Source: an optimization exercise on an open RTL-to-GDS flow (aim: small area, a short achievable clock period and few clock cycles per item). Production flows keep margins and buffers that such runs may drop.
At most, simulation tests tie the RTL to the original design; equivalence was not proved.
Power and IR drop assume default switching activity.

==> run B: inputs <==
// psg_top
module psg_top
(
	input  logic                clk_i,
	input  logic                rst_i,
	input  logic                wr_i,
	input  logic [ADR_W-1:0]    adr_i,
	input  logic [DATA_W-1:0]   dat_i,
	input  logic                credit_i,
	output logic                sample_valid_o,
	output logic [SAMPLE_W-1:0] aud_o
);
export LEC_CHECK = 0
export CAP_MARGIN = 20
export CORE_MARGIN = 2
export CORE_UTILIZATION = 40
export SLEW_MARGIN = 20
create_clock -name core_clock -period 11.0 [get_ports {clk_i}]
run.sh (not shown) runs the stock make flow with config.mk's settings and CLKGATE_MAP_FILE= SYNTH_SCRIPT=/design/flow/synth_recipe.tcl, a recipe that flattens the netlist after the stock synthesis.
==> run M: changes against run B <==
Settings changed: SETUP_SLACK_MARGIN set to 5.
==> notes <==
Setup slack is the same in run B and run M. In utilization, run B and run M do not differ. In synthesized cell count, run M and run B do not differ. In die area, run M and run B do not differ.
No functional check of the RTL was part of any run of this note.


==> 01-10 <==
Another version of the RTL of psg_top (not shown whole).
export LEC_CHECK = 0
export CAP_MARGIN = 20
export CORE_MARGIN = 2
export CORE_UTILIZATION = 40
export SLEW_MARGIN = 20
create_clock -name core_clock -period 11.0 [get_ports {clk_i}]
standard.sh (not shown) runs the stock make flow with config.mk's settings and CLKGATE_MAP_FILE= SYNTH_SCRIPT=/design/flow/synth_recipe.tcl, a recipe that flattens the netlist after the stock synthesis.
==> flow/flow/run.sh <==
#!/bin/bash
set -euo pipefail
bash standard.sh SETUP_SLACK_MARGIN=7 finish > make_finish.log 2>&1
==> 09-23 (differences from 01-10) <==
==> flow/run.sh (new file) <==
#!/bin/bash
# synth_recipe.tcl (not shown) runs the flow's synth.tcl, then flattens the netlist and writes it again
# the make line also repeats each setting of config.mk as NAME=value (left out here)
make -C /OpenROAD-flow-scripts/flow DESIGN_CONFIG=/design/flow/config.mk WORK_HOME=/design/flow/orfs CLKGATE_MAP_FILE= SYNTH_SCRIPT=/design/flow/synth_recipe.tcl finish
removed: flow/flow/run.sh
removed: flow/standard.sh
==> 03-06 (differences from 01-10) <==
==> flow/run.sh (new file) <==
#!/bin/bash
# synth_recipe.tcl (not shown) runs the flow's synth.tcl, then flattens the netlist and writes it again
# the make line also repeats each setting of config.mk as NAME=value (left out here)
make -C /OpenROAD-flow-scripts/flow DESIGN_CONFIG=/design/flow/config.mk WORK_HOME=/design/flow/orfs CLKGATE_MAP_FILE= SYNTH_SCRIPT=/design/flow/synth_recipe.tcl finish
Settings changed: SETUP_SLACK_MARGIN from default to 5.
removed: flow/flow/run.sh
removed: flow/standard.sh
==> out/metrics.cfg <==
[detailed_routing]
drt-wirelength-per-cell_um=19.9
dr.first_iter.drc_count=2514

[cts]
cts_made_buffers=57
cts-resized-gates=2
postCtsSetupBuffers=0
insertion_delay_ns=0.64

[grt]
grt_util_met2_pct=33.0
grt_max_degree=74

[outcome]
status=timing/DRC/antenna clean

[sta]
rsz0062_at_grt=no
tightest_slew_ns=1.10
clock.fmax_mhz=177

[pwr]
powerComb_uw=1870
pwr-share-clk_pct=32.6

[final_layout]
clk_share_pct=4.51
inv_count=569
final_cells=5478

[worst_setup_path]
cp_cell_sequence=inv_1 -> fa_1 -> inv_1 -> fa_1 -> a21o_1 -> a21oi_2 -> o21ai_0 -> nand3_1 -> a31oi_2 -> a21o_1 -> a21oi_1 -> xnor2_1 -> clkdlybuf4s50_1

[placement]
gp_congestion=0.956

[end of results for 03-06]
==> out/metrics.cfg <==
[final_layout]
inv_count=570
clk_share_pct=3.71

[pwr]
powerComb_uw=2210
pwr-share-clk_pct=29.3

[detailed_routing]
drt-wirelength-per-cell_um=21.1

[sta]
clock.fmax_mhz=193
tightest_slew_ns=1.12

[outcome]
status=timing/DRC/antenna clean

[cts]
cts_made_buffers=55
cts-resized-gates=453
insertion_delay_ns=0.67
postCtsSetupBuffers=104

[grt]
grt_util_met2_pct=35.2

[end of results for 01-10]
==> out/metrics.cfg <==
[sta]
tightest_slew_ns=1.11
clock.fmax_mhz=162

[pwr]
powerComb_uw=1870
pwr-share-clk_pct=32.6

[outcome]
status=timing/DRC/antenna clean

[cts]
cts_made_buffers=57
insertion_delay_ns=0.64

[grt]
grt_max_degree=74

[placement]
gp_congestion=0.956

[worst_setup_path]
cp_cell_sequence=inv_1 -> fa_1 -> nor2b_1 -> o21a_1 -> o21ai_0 -> a21oi_1 -> o21ai_0 -> a2111oi_0 -> a311oi_1 -> xnor2_1 -> clkdlybuf4s50_1

[detailed_routing]
drt-wirelength-per-cell_um=19.9

[end of results for 09-23]
Testbench counts of 01-10, summed over its fixed seeds: cycles 4,887, items 4,079.
Testbench counts of 09-23, summed over its fixed seeds: cycles 4,887, items 4,079.
Testbench counts of 03-06, summed over its fixed seeds: cycles 4,887, items 4,079.


==> inputs of job 1560 <==
Another version of the RTL of psg_top (not shown whole).
Settings: LEC_CHECK=0, ABC_AREA=1, CAP_MARGIN=20, CORE_MARGIN=2, CORE_UTILIZATION=40, SLEW_MARGIN=20; clock period 11.0 ns.
==> flow/flow/run.sh <==
#!/bin/bash
set -euo pipefail
bash standard.sh SETUP_SLACK_MARGIN=7 finish > make_finish.log 2>&1
==> job 1898 (differences from job 1560) <==
ABC_AREA = not set   (was 1)
CORE_UTILIZATION = 60   (was 40)
PLACE_DENSITY = 0.75   (was not set)
==> job 5012 (differences from job 1560) <==
--- a/flow/design.v
+++ b/flow/design.v
@@ -191,28 +191,59 @@
 			for (int i = 3 * l - 1; i < ACC_W; i = i + 2 * l) begin
 				gg[i] = gg[i] | (pp[i] & gg[i - l]);
 				pp[i] = pp[i] & pp[i - l];
 			end
 		end
 		add_bk = p0 ^ {gg[ACC_W-2:0], 1'b0};
 	endfunction
+	function automatic logic lt_step_f(input logic [ACC_W-1:0] a24, input logic [FREQ_W-1:0] fq, input logic [WAVE_W-1:0] pw);
+		logic [11:0] a;
+		logic [11:0] f;
+		logic [11:0] np;
+		logic [11:0] r1;
+		logic [12:0] r2;
+		logic [12:0] lo;
+		logic [12:0] zs;
+		logic [12:0] xs;
+		logic c;
+		logic zc;
+		logic o;
+		a  = a24[23:12];
+		f  = {8'b0, fq[15:12]};
+		np = ~pw;
+		lo = {1'b0, a24[11:0]} + {1'b0, fq[11:0]};
+		c  = lo[12];
+		r1[0] = a[0] ^ np[0] ^ 1'b1;
+		r2[1] = a[0] | np[0];
+		r2[0] = f[0];
+		for (int i = 1; i < 12; i++) begin
+			r1[i]   = a[i] ^ f[i] ^ np[i];
+			r2[i+1] = (a[i] & f[i]) | (np[i] & (a[i] ^ f[i]));
+		end
+		zs = {1'b0, r1} + {1'b0, r2[11:0]};
+		zc = zs[12] | ((&(r1 ^ r2[11:0])) & c);
+		xs = {1'b0, a} + {1'b0, f};
+		o  = xs[12] | ((&(a ^ f)) & c);
+		lt_step_f = o ? !(r2[12] & zc) : !(r2[12] | zc);
+	endfunction
 	for (genvar g = 0; g < NVOICE; g++) begin : g_v
 		psg_pkg::voice_cfg_t cfg;
 		logic [ACC_W-1:0] acc;
 		logic [ACC_W-1:0] acc_step;
 		logic [ACC_W-1:0] acc_d;
 		logic [WAVE_W-1:0] top;
 		logic [WAVE_W-1:0] wave;
 		logic [WAVE_W-1:0] wave_q;
 		logic pulse;
 		assign cfg = cfg_i[g*CFG_W +: CFG_W];
 		assign acc_step = cfg.test ? '0 : add_bk(acc, ACC_W'(cfg.freq));
 		assign acc_d    = issue_i ? acc_step : acc;
 		assign top      = acc_d[ACC_W-1 -: WAVE_W];
-		assign pulse    = issue_i ? (acc_step[ACC_W-1 -: WAVE_W] < cfg.pw) : (acc[ACC_W-1 -: WAVE_W] < cfg.pw);
+		assign pulse    = issue_i ? (cfg.test ? (cfg.pw != '0) : lt_step_f(acc, cfg.freq, cfg.pw)) :
+		                            (acc[ACC_W-1 -: WAVE_W] < cfg.pw);
 		always_comb begin
 			wave = '0;
 			if (cfg.enable) begin
 				case (cfg.wave)
 				WAVE_SAW:   wave = top;
 				WAVE_PULSE: wave = {WAVE_W{pulse}};
 				WAVE_TRI:   wave = {top[WAVE_W-2:0] ^ {(WAVE_W-1){top[WAVE_W-1]}}, 1'b0};
@@ -895,24 +926,24 @@
 	assign c472 = (c376 & c378) | (s389 & (c376 ^ c378));
 	assign s473 = c382 ^ c384 ^ c386;
 	assign c474 = (c382 & c384) | (c386 & (c382 ^ c384));
 	assign s475 = s393 ^ s321 ^ s395;
 	assign c476 = (s393 & s321) | (s395 & (s393 ^ s321));
 	assign s477 = s397 ^ s399 ^ c388;
 	assign c478 = (s397 & s399) | (c388 & (s397 ^ s399));
-	assign s479 = c390 ^ c392 ^ s401;
-	assign c480 = (c390 & c392) | (s401 & (c390 ^ c392));
+	assign s479 = c390 ^ s401 ^ c392;
+	assign c480 = (c390 & s401) | (c392 & (c390 ^ s401));
 	assign s481 = c394 ^ c322 ^ c396;
 	assign c482 = (c394 & c322) | (c396 & (c394 ^ c322));
 	assign s483 = c398 ^ c400 ^ s405;
 	assign c484 = (c398 & c400) | (s405 & (c398 ^ c400));
 	assign s485 = s407 ^ s409 ^ s411;
 	assign c486 = (s407 & s409) | (s411 & (s407 ^ s409));
-	assign s487 = s413 ^ c402 ^ c404;
-	assign c488 = (s413 & c402) | (c404 & (s413 ^ c402));
+	assign s487 = s413 ^ c402 ^ s415;
+	assign c488 = (s413 & c402) | (s415 & (s413 ^ c402));
 	assign s489 = s417 ^ c340 ^ c406;
 	assign c490 = (s417 & c340) | (c406 & (s417 ^ c340));
 	assign s491 = c408 ^ c410 ^ c412;
 	assign c492 = (c408 & c410) | (c412 & (c408 ^ c410));
 	assign s493 = c414 ^ s419 ^ s421;
 	assign c494 = (c414 & s419) | (s421 & (c414 ^ s419));
 	assign s495 = s423 ^ s425 ^ s427;
@@ -939,78 +970,78 @@
 	assign c516 = (pp[286] & pp[375]) | (pp[382] & (pp[286] ^ pp[375]));
 	assign s517 = pp[87] ^ pp[94] ^ c442;
 	assign c518 = (pp[87] & pp[94]) | (c442 & (pp[87] ^ pp[94]));
 	assign s519 = s353 ^ s355 ^ s357;
 	assign c520 = (s353 & s355) | (s357 & (s353 ^ s355));
 	assign s521 = c126 ^ c168;
 	assign c522 = c126 & c168;
-	assign s523 = c356 ^ c358 ^ s363;
-	assign c524 = (c356 & c358) | (s363 & (c356 ^ c358));
-	assign s525 = s365 ^ s451 ^ s453;
-	assign c526 = (s365 & s451) | (s453 & (s365 ^ s451));
+	assign s523 = c356 ^ s363 ^ s365;
+	assign c524 = (c356 & s363) | (s365 & (c356 ^ s363));
+	assign s525 = c358 ^ s451 ^ s453;
+	assign c526 = (c358 & s451) | (s453 & (c358 ^ s451));
 	assign s527 = c448 ^ c450;
 	assign c528 = c448 & c450;
-	assign s529 = s375 ^ c452 ^ c454;
-	assign c530 = (s375 & c452) | (c454 & (s375 ^ c452));
-	assign s531 = s377 ^ s457 ^ s459;
-	assign c532 = (s377 & s457) | (s459 & (s377 ^ s457));
+	assign s529 = s375 ^ c452 ^ s377;
+	assign c530 = (s375 & c452) | (s377 & (s375 ^ c452));
+	assign s531 = c454 ^ s457 ^ s459;
+	assign c532 = (c454 & s457) | (s459 & (c454 ^ s457));
 	assign s533 = s463 ^ s461 ^ c456;
 	assign c534 = (s463 & s461) | (c456 & (s463 ^ s461));
-	assign s535 = c458 ^ c460 ^ s391;
-	assign c536 = (c458 & c460) | (s391 & (c458 ^ c460));
-	assign s537 = s465 ^ s467 ^ c464;
-	assign c538 = (s465 & s467) | (c464 & (s465 ^ s467));
+	assign s535 = s465 ^ c458 ^ c460;
+	assign c536 = (s465 & c458) | (c460 & (s465 ^ c458));
+	assign s537 = s391 ^ s467 ^ c464;
+	assign c538 = (s391 & s467) | (c464 & (s391 ^ s467));
 	assign s539 = c462 ^ s469 ^ s471;
 	assign c540 = (c462 & s469) | (s471 & (c462 ^ s469));
-	assign s541 = c466 ^ c468 ^ s403;
-	assign c542 = (c466 & c468) | (s403 & (c466 ^ c468));
-	assign s543 = s473 ^ s475 ^ c470;
-	assign c544 = (s473 & s475) | (c470 & (s473 ^ s475));
+	assign s541 = c466 ^ s473 ^ c468;
+	assign c542 = (c466 & s473) | (c468 & (c466 ^ s473));
+	assign s543 = s403 ^ s475 ^ c470;
+	assign c544 = (s403 & s475) | (c470 & (s403 ^ s475));
 	assign s545 = s477 ^ c472 ^ s479;
 	assign c546 = (s477 & c472) | (s479 & (s477 ^ c472));
-	assign s547 = c474 ^ s415 ^ c476;
-	assign c548 = (c474 & s415) | (c476 & (c474 ^ s415));
-	assign s549 = s481 ^ s483 ^ s485;
-	assign c550 = (s481 & s483) | (s485 & (s481 ^ s483));
+	assign s547 = c474 ^ c404 ^ s481;
+	assign c548 = (c474 & c404) | (s481 & (c474 ^ c404));
+	assign s549 = c476 ^ s483 ^ s485;
+	assign c550 = (c476 & s483) | (s485 & (c476 ^ s483));
 	assign s551 = c478 ^ c480 ^ s487;
 	assign c552 = (c478 & c480) | (s487 & (c478 ^ c480));
-	assign s553 = c416 ^ c482 ^ c484;
-	assign c554 = (c416 & c482) | (c484 & (c416 ^ c482));
-	assign s555 = s489 ^ c486 ^ s491;
-	assign c556 = (s489 & c486) | (s491 & (s489 ^ c486));
+	assign s553 = c416 ^ c482 ^ s489;
+	assign c554 = (c416 & c482) | (s489 & (c416 ^ c482));
+	assign s555 = c484 ^ s491 ^ c486;
+	assign c556 = (c484 & s491) | (c486 & (c484 ^ s491));
 	assign s557 = s493 ^ s495 ^ c488;
 	assign c558 = (s493 & s495) | (c488 & (s493 ^ s495));
 	assign s559 = s439 ^ s497 ^ s499;
 	assign c560 = (s439 & s497) | (s499 & (s439 ^ s497));
-	assign s561 = c490 ^ c492 ^ c494;
-	assign c562 = (c490 & c492) | (c494 & (c490 ^ c492));
-	assign s563 = s501 ^ c496 ^ s503;
-	assign c564 = (s501 & c496) | (s503 & (s501 ^ c496));
+	assign s561 = c490 ^ c492 ^ s501;
+	assign c562 = (c490 & c492) | (s501 & (c490 ^ c492));
+	assign s563 = c494 ^ c496 ^ s503;
+	assign c564 = (c494 & c496) | (s503 & (c494 ^ c496));
 	assign s565 = s505 ^ c440 ^ c498;
 	assign c566 = (s505 & c440) | (c498 & (s505 ^ c440));
 	assign s567 = c500 ^ s507 ^ s509;
 	assign c568 = (c500 & s507) | (s509 & (c500 ^ s507));
-	assign s569 = c502 ^ c504 ^ s511;
-	assign c570 = (c502 & c504) | (s511 & (c502 ^ c504));
+	assign s569 = c502 ^ s511 ^ c504;
+	assign c570 = (c502 & s511) | (c504 & (c502 ^ s511));
 	assign s571 = c444 ^ c446 ^ c506;
 	assign c572 = (c444 & c446) | (c506 & (c444 ^ c446));
 	assign s573 = s513 ^ s515 ^ c508;
 	assign c574 = (s513 & s515) | (c508 & (s513 ^ s515));
 	assign s575 = c510 ^ s517 ^ c512;
 	assign c576 = (c510 & s517) | (c512 & (c510 ^ s517));
 	assign s577 = pp[191] ^ pp[287] ^ pp[383];
 	assign c578 = (pp[191] & pp[287]) | (pp[383] & (pp[191] ^ pp[287]));
 	assign s579 = pp[95] ^ c514 ^ c516;
 	assign c580 = (pp[95] & c514) | (c516 & (pp[95] ^ c514));
 	assign s581 = c42 ^ c84 ^ s447;
 	assign c582 = (c42 & c84) | (s447 & (c42 ^ c84));
-	assign s583 = s455 ^ c520 ^ c522;
-	assign c584 = (s455 & c520) | (c522 & (s455 ^ c520));
-	assign s585 = s523 ^ s527;
-	assign c586 = s523 & s527;
+	assign s583 = s455 ^ c520 ^ s523;
+	assign c584 = (s455 & c520) | (s523 & (s455 ^ c520));
+	assign s585 = c522 ^ s527;
+	assign c586 = c522 & s527;
 	assign s587 = c524 ^ c528 ^ c526;
 	assign c588 = (c524 & c528) | (c526 & (c524 ^ c528));
 	assign s589 = s529 ^ s531 ^ s533;
 	assign c590 = (s529 & s531) | (s533 & (s529 ^ s531));
 	assign s591 = c530 ^ c532 ^ s535;
 	assign c592 = (c530 & c532) | (s535 & (c530 ^ c532));
 	assign s593 = s537 ^ c534 ^ s539;
@@ -1027,16 +1058,16 @@
 	assign c604 = (c548 & s553) | (c550 & (c548 ^ s553));
 	assign s605 = s555 ^ c552 ^ s557;
 	assign c606 = (s555 & c552) | (s557 & (s555 ^ c552));
 	assign s607 = s559 ^ c554 ^ c556;
 	assign c608 = (s559 & c554) | (c556 & (s559 ^ c554));
 	assign s609 = s561 ^ s563 ^ c558;
 	assign c610 = (s561 & s563) | (c558 & (s561 ^ s563));
-	assign s611 = c560 ^ s565 ^ s567;
-	assign c612 = (c560 & s565) | (s567 & (c560 ^ s565));
+	assign s611 = s565 ^ c560 ^ s567;
+	assign c612 = (s565 & c560) | (s567 & (s565 ^ c560));
 	assign s613 = c562 ^ c564 ^ s569;
 	assign c614 = (c562 & c564) | (s569 & (c562 ^ c564));
 	assign s615 = s571 ^ c566 ^ s573;
 	assign c616 = (s571 & c566) | (s573 & (s571 ^ c566));
 	assign s617 = c568 ^ c570 ^ s575;
 	assign c618 = (c568 & c570) | (s575 & (c568 ^ c570));
 	assign s619 = s577 ^ c518 ^ c572;
ABC_AREA = not set   (was 1)
CTS_CLUSTER_DIAMETER = 100   (was not set)
CTS_CLUSTER_SIZE = 24   (was not set)
==> impl_metrics.csv <==
group,metric,value,unit
sta,fin_worst_skew,0.0406,ns
critical_path,crit_cells,8,
synthesis,yosysUniqueCellTypes,89,
grt,use_met2,0.363,
synthesis,synth_top_cell_area_share,0.178,
routing,totalWireLength,127000,um
final_layout,clock_area_frac,0.0200,
outcome,status,"finished clean",
synthesis,syn_avg_cell_area,9.76,um2
The numbers above come from job 5012.

==> impl_metrics.csv <==
group,metric,value,unit
grt,use_met2,0.535,
outcome,status,"finished clean",
synthesis,syn_avg_cell_area,9.83,um2
critical_path,crit_cells,23,
The numbers above come from job 1898.

==> impl_metrics.csv <==
group,metric,value,unit
outcome,status,"finished clean",
critical_path,crit_cells,11,
sta,fin_worst_skew,0.0585,ns
routing,totalWireLength,135000,um
The numbers above come from job 1560.

Testbench counts of job 1560, summed over its fixed seeds: cycles 4,970, items 4,079.
Testbench counts of job 1898, summed over its fixed seeds: cycles 4,970, items 4,079.
Testbench counts of job 5012, summed over its fixed seeds: cycles 4,970, items 4,079.

-- static timing again, ports no longer ideal --
No port has a modelled driver above. Below, the same layouts with a new extraction and two added sets of constraints. Step 1 sets driving cells, clkbuf_16 on the clock port and buf_2 on the other inputs (assumed; they add their load-dependent delay and slew). Step 2 adds t to the input delays and takes it off the output delays; t is the mean of the earliest and latest rising clock arrival at the registers after step 1. Input paths then give back, and output paths get back, about the clock's delay inside the block. Slacks: ideal ports / drivers / drivers and shift; pairs: ideal ports / drivers.
run | t (ns) | setup WS [ns] | hold slack, ns | worst setup path after step 2 | slew at the worst register clock pin (ns)
run B | 0.704 | 5.925 / 5.925 / 5.843 | 0.443 / 0.443 / 0.443 | input to register | 0.07 / 0.07
run M | 0.704 | 5.925 / 5.925 / 5.843 | 0.443 / 0.443 / 0.443 | input to register | 0.07 / 0.07
01-10 | 0.718 | 5.821 / 5.758 / 6.178 | 0.448 / 0.448 / 0.448 | register to register | 0.07 / 0.07
09-23 | 0.689 | 4.825 / 4.755 / 5.444 | 0.438 / 0.438 / 0.438 | register to output | 0.07 / 0.07
03-06 | 0.690 | 5.338 / 5.268 / 5.613 | 0.438 / 0.438 / 0.438 | register to register | 0.07 / 0.07
job 1560 | 0.699 | 7.008 / 7.008 / 6.364 | 0.413 / 0.413 / 0.413 | input to register | 0.07 / 0.07
job 1898 | 0.689 | 6.787 / 6.787 / 6.305 | 0.441 / 0.441 / 0.441 | input to register | 0.07 / 0.07
job 5012 | 0.743 | 6.990 / 7.031 / 6.288 | 0.460 / 0.460 / 0.460 | input to register | 0.11 / 0.11
After both steps setup and hold are still met in every run listed. For job 5012, which loses most, drivers alone change the setup slack by +0.041 ns; drivers and shift together by -0.702 ns.
